From an optimization exercise on the open Yosys and OpenROAD flow, aimed at small area, a short achievable clock period and few clock cycles; shortcuts taken in it are not production practice.
At most, simulation tests tie the RTL to the original design; equivalence was not proved.
No activity file was given, so power comes from the tool's default toggle rates.

==> flow/design.v <==
package icache_types;
  localparam int unsigned LINE_W   = 256;
  localparam int unsigned BEAT_W   = 64;
  localparam int unsigned BEATS    = 4;
  localparam int unsigned WORD_W   = 32;
  localparam int unsigned OFFSET_W = 5;
  localparam int unsigned ADDR_W   = 32;
  localparam int unsigned LINE_A_W = ADDR_W - OFFSET_W;
endpackage
module icache_array (
  input  logic         clk,
  input  logic         wr_en,
  input  logic [2:0]   wr_index,
  input  logic [1:0]   wr_beat,
  input  logic [63:0]  wr_data,
  input  logic [2:0]   rd_index,
  input  logic [2:0]   rd_word,
  output logic [31:0]  rd_data
);
  logic [63:0] data_r [32];
  always_ff @(posedge clk) begin
    if (wr_en) begin
      data_r[{wr_index, wr_beat}] <= wr_data;
    end
  end
  logic [63:0] sel_s;
  always_comb begin
    sel_s   = 64'd1 << {rd_index, rd_word};
    rd_data = '0;
    for (int j = 0; j < 64; j++) begin
      rd_data = rd_data | ({32{sel_s[j]}} & data_r[j >> 1][(j & 1)*32 +: 32]);
    end
  end
endmodule
module icache (
  input  logic         clk,
  input  logic         rst,
  input  logic         inst_read,
  input  logic [31:0]  inst_addr,
  output logic [31:0]  inst_rdata,
  output logic         inst_resp,
  output logic         pmem_read,
  output logic [31:0]  pmem_address,
  input  logic [63:0]  pmem_rdata,
  input  logic         pmem_resp,
  output logic [31:0]  hit_count,
  output logic [31:0]  miss_count
);
  logic [7:0]   valid_r;
  logic [23:0]  tag_r [8];
  logic         fill_r;
  logic [26:0]  fill_line_r;
  logic [1:0]   cnt_r;        
  logic         miss_r;       
  logic [31:0]  hc_r;
  logic [31:0]  mc_r;
  logic [2:0]   idx_s;
  logic [23:0]  tag_s;
  logic [1:0]   beat_s;
  logic [7:0]   eq_s;
  logic         hit_s;
  logic         on_fill_s;
  logic         early_s;
  logic         avail_s;
  logic         fwd_s;
  logic         start_s;
  logic         resp_s;
  logic [31:0]  arr_word_s;
  assign idx_s  = inst_addr[7:5];
  assign tag_s  = inst_addr[31:8];
  assign beat_s = inst_addr[4:3];
  always_comb begin
    for (int j = 0; j < 8; j++) begin
      eq_s[j] = valid_r[j] && (tag_r[j] == tag_s);
    end
    hit_s     = eq_s[idx_s];
    on_fill_s = fill_r && (idx_s == fill_line_r[2:0]);
    early_s   = beat_s < cnt_r;
    fwd_s     = on_fill_s && !early_s;
    avail_s   = !on_fill_s || early_s || (pmem_resp && (beat_s == cnt_r));
    resp_s    = inst_read && hit_s && avail_s;
    start_s   = inst_read && !hit_s && !fill_r;
  end
  icache_array u_array (
    .clk      (clk),
    .wr_en    (fill_r),
    .wr_index (fill_line_r[2:0]),
    .wr_beat  (cnt_r),
    .wr_data  (pmem_rdata),
    .rd_index (idx_s),
    .rd_word  (inst_addr[4:2]),
    .rd_data  (arr_word_s)
  );
  always_ff @(posedge clk) begin
    if (!rst) begin
      valid_r <= '0;
    end else if (start_s) begin
      valid_r[idx_s] <= 1'b1;
    end
  end
  always_ff @(posedge clk) begin
    if (start_s) begin
      tag_r[idx_s] <= tag_s;
    end
  end
  always_ff @(posedge clk) begin
    if (start_s) begin
      fill_line_r <= inst_addr[31:5];
    end
  end
  always_ff @(posedge clk) begin
    if (!rst) begin
      fill_r <= 1'b0;
      cnt_r  <= 2'd0;
      miss_r <= 1'b0;
      hc_r   <= 32'd0;
      mc_r   <= 32'd0;
    end else begin
      if (start_s) begin
        fill_r <= 1'b1;
        cnt_r  <= 2'd0;
        miss_r <= 1'b1;
        mc_r   <= mc_r + 32'd1;
      end else if (fill_r && pmem_resp) begin
        cnt_r <= cnt_r + 2'd1;
        if (cnt_r == 2'd3) begin
          fill_r <= 1'b0;
        end
      end
      if (resp_s) begin
        miss_r <= 1'b0;
        if (!miss_r) begin
          hc_r <= hc_r + 32'd1;
        end
      end
    end
  end
  assign inst_resp    = resp_s;
  assign inst_rdata   = fwd_s ? (inst_addr[2] ? pmem_rdata[63:32] : pmem_rdata[31:0]) : arr_word_s;
  assign pmem_read    = fill_r || start_s;
  assign pmem_address = fill_r ? {fill_line_r, 5'd0} : {inst_addr[31:5], 5'd0};
  assign hit_count    = (inst_read && !miss_r) ? hc_r + 32'd1 : hc_r;
  assign miss_count   = mc_r;
endmodule
Settings: LEC_CHECK=0, CAP_MARGIN=20, CORE_MARGIN=2, CORE_UTILIZATION=40, PLACE_DENSITY=0.6, SLEW_MARGIN=20; clock period 5.5 ns.
run.sh (not shown) runs the stock make flow with config.mk's settings and CLKGATE_MAP_FILE= SYNTH_SCRIPT=/design/flow/synth_recipe.tcl, a recipe that flattens the netlist after the stock synthesis.
The baseline produced a layout that fails on setup timing.
Edit:
--- a/flow/design.v
+++ b/flow/design.v
@@ -21,17 +21,14 @@
   always_ff @(posedge clk) begin
     if (wr_en) begin
       data_r[{wr_index, wr_beat}] <= wr_data;
     end
   end
-  logic [63:0] sel_s;
+  logic [63:0] beat_s;
   always_comb begin
-    sel_s   = 64'd1 << {rd_index, rd_word};
-    rd_data = '0;
-    for (int j = 0; j < 64; j++) begin
-      rd_data = rd_data | ({32{sel_s[j]}} & data_r[j >> 1][(j & 1)*32 +: 32]);
-    end
+    beat_s  = data_r[{rd_index, rd_word[2:1]}];
+    rd_data = rd_word[0] ? beat_s[63:32] : beat_s[31:0];
   end
 endmodule
 module icache (
   input  logic         clk,
   input  logic         rst,
@@ -55,11 +52,10 @@
   logic [31:0]  hc_r;
   logic [31:0]  mc_r;
   logic [2:0]   idx_s;
   logic [23:0]  tag_s;
   logic [1:0]   beat_s;
-  logic [7:0]   eq_s;
   logic         hit_s;
   logic         on_fill_s;
   logic         early_s;
   logic         avail_s;
   logic         fwd_s;
@@ -68,14 +64,11 @@
   logic [31:0]  arr_word_s;
   assign idx_s  = inst_addr[7:5];
   assign tag_s  = inst_addr[31:8];
   assign beat_s = inst_addr[4:3];
   always_comb begin
-    for (int j = 0; j < 8; j++) begin
-      eq_s[j] = valid_r[j] && (tag_r[j] == tag_s);
-    end
-    hit_s     = eq_s[idx_s];
+    hit_s     = valid_r[idx_s] && (tag_r[idx_s] == tag_s);
     on_fill_s = fill_r && (idx_s == fill_line_r[2:0]);
     early_s   = beat_s < cnt_r;
     fwd_s     = on_fill_s && !early_s;
     avail_s   = !on_fill_s || early_s || (pmem_resp && (beat_s == cnt_r));
     resp_s    = inst_read && hit_s && avail_s;
@@ -137,8 +130,8 @@
   end
   assign inst_resp    = resp_s;
   assign inst_rdata   = fwd_s ? (inst_addr[2] ? pmem_rdata[63:32] : pmem_rdata[31:0]) : arr_word_s;
   assign pmem_read    = fill_r || start_s;
   assign pmem_address = fill_r ? {fill_line_r, 5'd0} : {inst_addr[31:5], 5'd0};
-  assign hit_count    = (inst_read && !miss_r) ? hc_r + 32'd1 : hc_r;
+  assign hit_count    = (resp_s && !miss_r) ? hc_r + 32'd1 : hc_r;
   assign miss_count   = mc_r;
 endmodule
Result:
- With this change the flow finished with timing, DRC and antenna clean
- power came out lower by 3.0%
- synthesized cell count decreases by 20%
- synthesized area rose by 3.0%
- hold slack gets better by 0.016 ns
- critical path depth is lower by 4
- via count fell by 20%
Testbench counts after the change, summed over its fixed seeds: cycles 67,773.
Only the layout flow was run in the first run of this note; the RTL was not checked for function there.


## branch indigo
Another version of the RTL of icache (not shown whole).
Size in the first run: about 5200 cells after synthesis, about 2400 flip-flops, roughly 230 I/O pins, roughly 0.089 mm^2 of cells after synthesis.
==> module icache, before the edit <==
module icache (
  input  logic         clk,
  input  logic         rst,
  input  logic         inst_read,
  input  logic [31:0]  inst_addr,
  output logic [31:0]  inst_rdata,
  output logic         inst_resp,
  output logic         pmem_read,
  output logic [31:0]  pmem_address,
  input  logic [63:0]  pmem_rdata,
  input  logic         pmem_resp,
  output logic [31:0]  hit_count,
  output logic [31:0]  miss_count
);
  logic [7:0]   valid_r;
  logic [23:0]  tag_r [8];
  logic         fill_r;
  logic [1:0]   cnt_r;        
  logic         cur_v_r;      
  logic [26:0]  cur_line_r;
  logic [7:0]   cur_oh_r;     
  logic         miss_r;       
  logic [31:0]  hc_r;
  logic [31:0]  mc_r;
  logic [2:0]   idx_s;
  logic [23:0]  tag_s;
  logic [1:0]   beat_s;
  logic [7:0]   eq_s;
  logic         hit_s;
  logic         same_s;
  logic         early_s;
  logic         avail_s;
  logic         start_s;
  logic         move_s;
  logic         resp_s;
  logic [255:0] line_s;
  logic [31:0]  word_s;
  logic [7:0]   word_oh_s;
  assign idx_s  = inst_addr[7:5];
  assign tag_s  = inst_addr[31:8];
  assign beat_s = inst_addr[4:3];
  always_comb begin
    for (int j = 0; j < 8; j++) begin
      eq_s[j] = valid_r[j] && (tag_r[j] == tag_s);
    end
    hit_s   = eq_s[idx_s];
    same_s  = cur_v_r && (inst_addr[31:5] == cur_line_r);
    early_s = beat_s < cnt_r;
    avail_s = !fill_r || early_s || (pmem_resp && (beat_s == cnt_r));
    resp_s  = inst_read && same_s && avail_s;
    start_s = inst_read && !hit_s && !fill_r;
    move_s  = inst_read && !same_s && ((hit_s && !fill_r) || start_s);
    word_oh_s = 8'd1 << inst_addr[4:2];
    word_s    = '0;
    for (int w = 0; w < 8; w++) begin
      word_s = word_s | ({32{word_oh_s[w]}} & line_s[w*32 +: 32]);
    end
  end
  icache_array u_array (
    .clk        (clk),
    .wr_en      (fill_r),
    .wr_index   (cur_line_r[2:0]),
    .wr_beat    (cnt_r),
    .wr_data    (pmem_rdata),
    .rd_line_oh (cur_oh_r),
    .rd_line    (line_s)
  );
  always_ff @(posedge clk) begin
    if (!rst) begin
      valid_r <= '0;
    end else if (start_s) begin
      valid_r[idx_s] <= 1'b1;
    end
  end
  always_ff @(posedge clk) begin
    if (start_s) begin
      tag_r[idx_s] <= tag_s;
    end
  end
  always_ff @(posedge clk) begin
    if (move_s) begin
      cur_line_r <= inst_addr[31:5];
      cur_oh_r   <= 8'd1 << idx_s;
    end
  end
  always_ff @(posedge clk) begin
    if (!rst) begin
      fill_r     <= 1'b0;
      cnt_r      <= 2'd0;
      cur_v_r    <= 1'b0;
      miss_r     <= 1'b0;
      hc_r       <= 32'd0;
      mc_r       <= 32'd0;
    end else begin
      if (start_s) begin
        fill_r <= 1'b1;
        cnt_r  <= 2'd0;
        miss_r <= 1'b1;
        mc_r   <= mc_r + 32'd1;
      end else if (fill_r && pmem_resp) begin
        cnt_r <= cnt_r + 2'd1;
        if (cnt_r == 2'd3) begin
          fill_r <= 1'b0;
        end
      end
      if (move_s) begin
        cur_v_r <= 1'b1;
      end
      if (resp_s) begin
        miss_r <= 1'b0;
        if (!miss_r) begin
          hc_r <= hc_r + 32'd1;
        end
      end
    end
  end
  assign inst_resp    = resp_s;
  assign inst_rdata   = (fill_r && !early_s) ? (inst_addr[2] ? pmem_rdata[63:32] : pmem_rdata[31:0]) : word_s;
  assign pmem_read    = fill_r || start_s;
  assign pmem_address = fill_r ? {cur_line_r, 5'd0} : {inst_addr[31:5], 5'd0};
  assign hit_count    = (inst_read && !miss_r) ? hc_r + 32'd1 : hc_r;
  assign miss_count   = mc_r;
endmodule
Settings: LEC_CHECK=0, CAP_MARGIN=20, CORE_MARGIN=2, CORE_UTILIZATION=62, CTS_CLUSTER_DIAMETER=100, CTS_CLUSTER_SIZE=25, PLACE_DENSITY=0.72, SETUP_SLACK_MARGIN=1.5, SLEW_MARGIN=20; clock period 5.5 ns.
standard.sh (not shown) runs the stock make flow with config.mk's settings and CLKGATE_MAP_FILE= SYNTH_SCRIPT=/design/flow/synth_recipe.tcl, a recipe that flattens the netlist after the stock synthesis.
==> flow/flow/run.sh <==
#!/bin/bash
# The standard layout, with buf_4 cells as the port buffers instead of the
# delay cells that buffer_ports picks by default. Every tool's output goes to
# make.log (and ORFS's own per-step logs under orfs/logs).
set -euo pipefail
bash standard.sh "BUFFER_PORTS_ARGS=-buffer_cell sky130_fd_sc_hd__buf_4" finish > make.log 2>&1
Testbench counts of branch indigo, summed over its fixed seeds: cycles 68,052.
## Diff of input files: branch delta against branch indigo
--- a/flow/design.v
+++ b/flow/design.v
@@ -50,8 +50,10 @@
   logic [1:0]   cnt_r;        
   logic         cur_v_r;      
   logic [26:0]  cur_line_r;
   logic [7:0]   cur_oh_r;     
+  logic [2:0]   pw_r;         
+  logic [7:0]   pw_oh_r;      
   logic         miss_r;       
   logic [31:0]  hc_r;
   logic [31:0]  mc_r;
   logic [2:0]   idx_s;
@@ -59,34 +61,36 @@
   logic [1:0]   beat_s;
   logic [7:0]   eq_s;
   logic         hit_s;
   logic         same_s;
+  logic         wmatch_s;
+  logic         wmove_s;
   logic         early_s;
   logic         avail_s;
   logic         start_s;
   logic         move_s;
   logic         resp_s;
   logic [255:0] line_s;
   logic [31:0]  word_s;
-  logic [7:0]   word_oh_s;
   assign idx_s  = inst_addr[7:5];
   assign tag_s  = inst_addr[31:8];
-  assign beat_s = inst_addr[4:3];
+  assign beat_s = pw_r[2:1];
   always_comb begin
     for (int j = 0; j < 8; j++) begin
       eq_s[j] = valid_r[j] && (tag_r[j] == tag_s);
     end
     hit_s   = eq_s[idx_s];
-    same_s  = cur_v_r && (inst_addr[31:5] == cur_line_r);
-    early_s = beat_s < cnt_r;
-    avail_s = !fill_r || early_s || (pmem_resp && (beat_s == cnt_r));
-    resp_s  = inst_read && same_s && avail_s;
+    same_s   = cur_v_r && (inst_addr[31:5] == cur_line_r);
+    wmatch_s = inst_addr[4:2] == pw_r;
+    early_s  = beat_s < cnt_r;
+    avail_s  = !fill_r || early_s || (pmem_resp && (beat_s == cnt_r));
+    resp_s   = inst_read && same_s && wmatch_s && avail_s;
+    wmove_s  = inst_read && same_s && !wmatch_s;
     start_s = inst_read && !hit_s && !fill_r;
     move_s  = inst_read && !same_s && ((hit_s && !fill_r) || start_s);
-    word_oh_s = 8'd1 << inst_addr[4:2];
     word_s    = '0;
     for (int w = 0; w < 8; w++) begin
-      word_s = word_s | ({32{word_oh_s[w]}} & line_s[w*32 +: 32]);
+      word_s = word_s | ({32{pw_oh_r[w]}} & line_s[w*32 +: 32]);
     end
   end
   icache_array u_array (
     .clk        (clk),
@@ -112,8 +116,17 @@
   always_ff @(posedge clk) begin
     if (move_s) begin
       cur_line_r <= inst_addr[31:5];
       cur_oh_r   <= 8'd1 << idx_s;
+    end
+  end
+  always_ff @(posedge clk) begin
+    if (move_s || wmove_s) begin
+      pw_r    <= inst_addr[4:2];
+      pw_oh_r <= 8'd1 << inst_addr[4:2];
+    end else if (resp_s) begin
+      pw_r    <= pw_r + 3'd1;
+      pw_oh_r <= {pw_oh_r[6:0], pw_oh_r[7]};
     end
   end
   always_ff @(posedge clk) begin
     if (!rst) begin
@@ -146,9 +159,9 @@
       end
     end
   end
   assign inst_resp    = resp_s;
-  assign inst_rdata   = (fill_r && !early_s) ? (inst_addr[2] ? pmem_rdata[63:32] : pmem_rdata[31:0]) : word_s;
+  assign inst_rdata   = (fill_r && !early_s) ? (pw_r[0] ? pmem_rdata[63:32] : pmem_rdata[31:0]) : word_s;
   assign pmem_read    = fill_r || start_s;
   assign pmem_address = fill_r ? {cur_line_r, 5'd0} : {inst_addr[31:5], 5'd0};
   assign hit_count    = (inst_read && !miss_r) ? hc_r + 32'd1 : hc_r;
   assign miss_count   = mc_r;
Findings:
In the reports for branch indigo and branch delta, the larger clock net sink count belongs to branch delta. Cells: branch delta has fewer instances than branch indigo. The run showing the smaller shortest clock period the worst path allows after layout is branch delta. branch delta against branch indigo: fraction of the mapped netlist area in adder cells comparable; depth of the critical timing path with buffers and inverters included now smaller; wire length now larger; register area now larger; total power now larger. In the tables for branch indigo and branch delta, distinct cell type count after synthesis reads higher with branch indigo.
Testbench counts of branch delta, summed over its fixed seeds: cycles 68,088.

[static timing again, ports no longer ideal]
No port has a modelled driver above. Below, the same layouts with a new extraction and two added sets of constraints.
Step 1: set_driving_cell puts a clkbuf_16 on clk and a buf_2 on each other input, an assumption about the parent block.
Step 2 moves the port delays by t, midway between the first and last clock arrival at a register: inputs arrive t later, outputs are due t later. That takes back most of the time a late clock gives input paths.
Three values: ideal ports, drivers, drivers and shift; two values: the first two.
| run | t (ns) | setup WS [ns] | worst setup path after step 2 |
|---|---|---|---|
| the first run of note 1 | 0.961 | -0.040 / -0.065 / -0.065 | input to output |
| the second run of note 1 | 0.927 | 0.052 / -0.157 / -0.157 | input to output |
| branch indigo | 0.851 | 1.141 / 1.063 / 1.129 | input to output |
| branch delta | 0.839 | 1.326 / 1.240 / 1.179 | input to register |
With both steps, setup timing fails in the second run of note 1, where it was met with ideal ports. The setup slack of the second run of note 1, which loses most, moves by -0.209 ns with the drivers and by -0.209 ns with both steps.
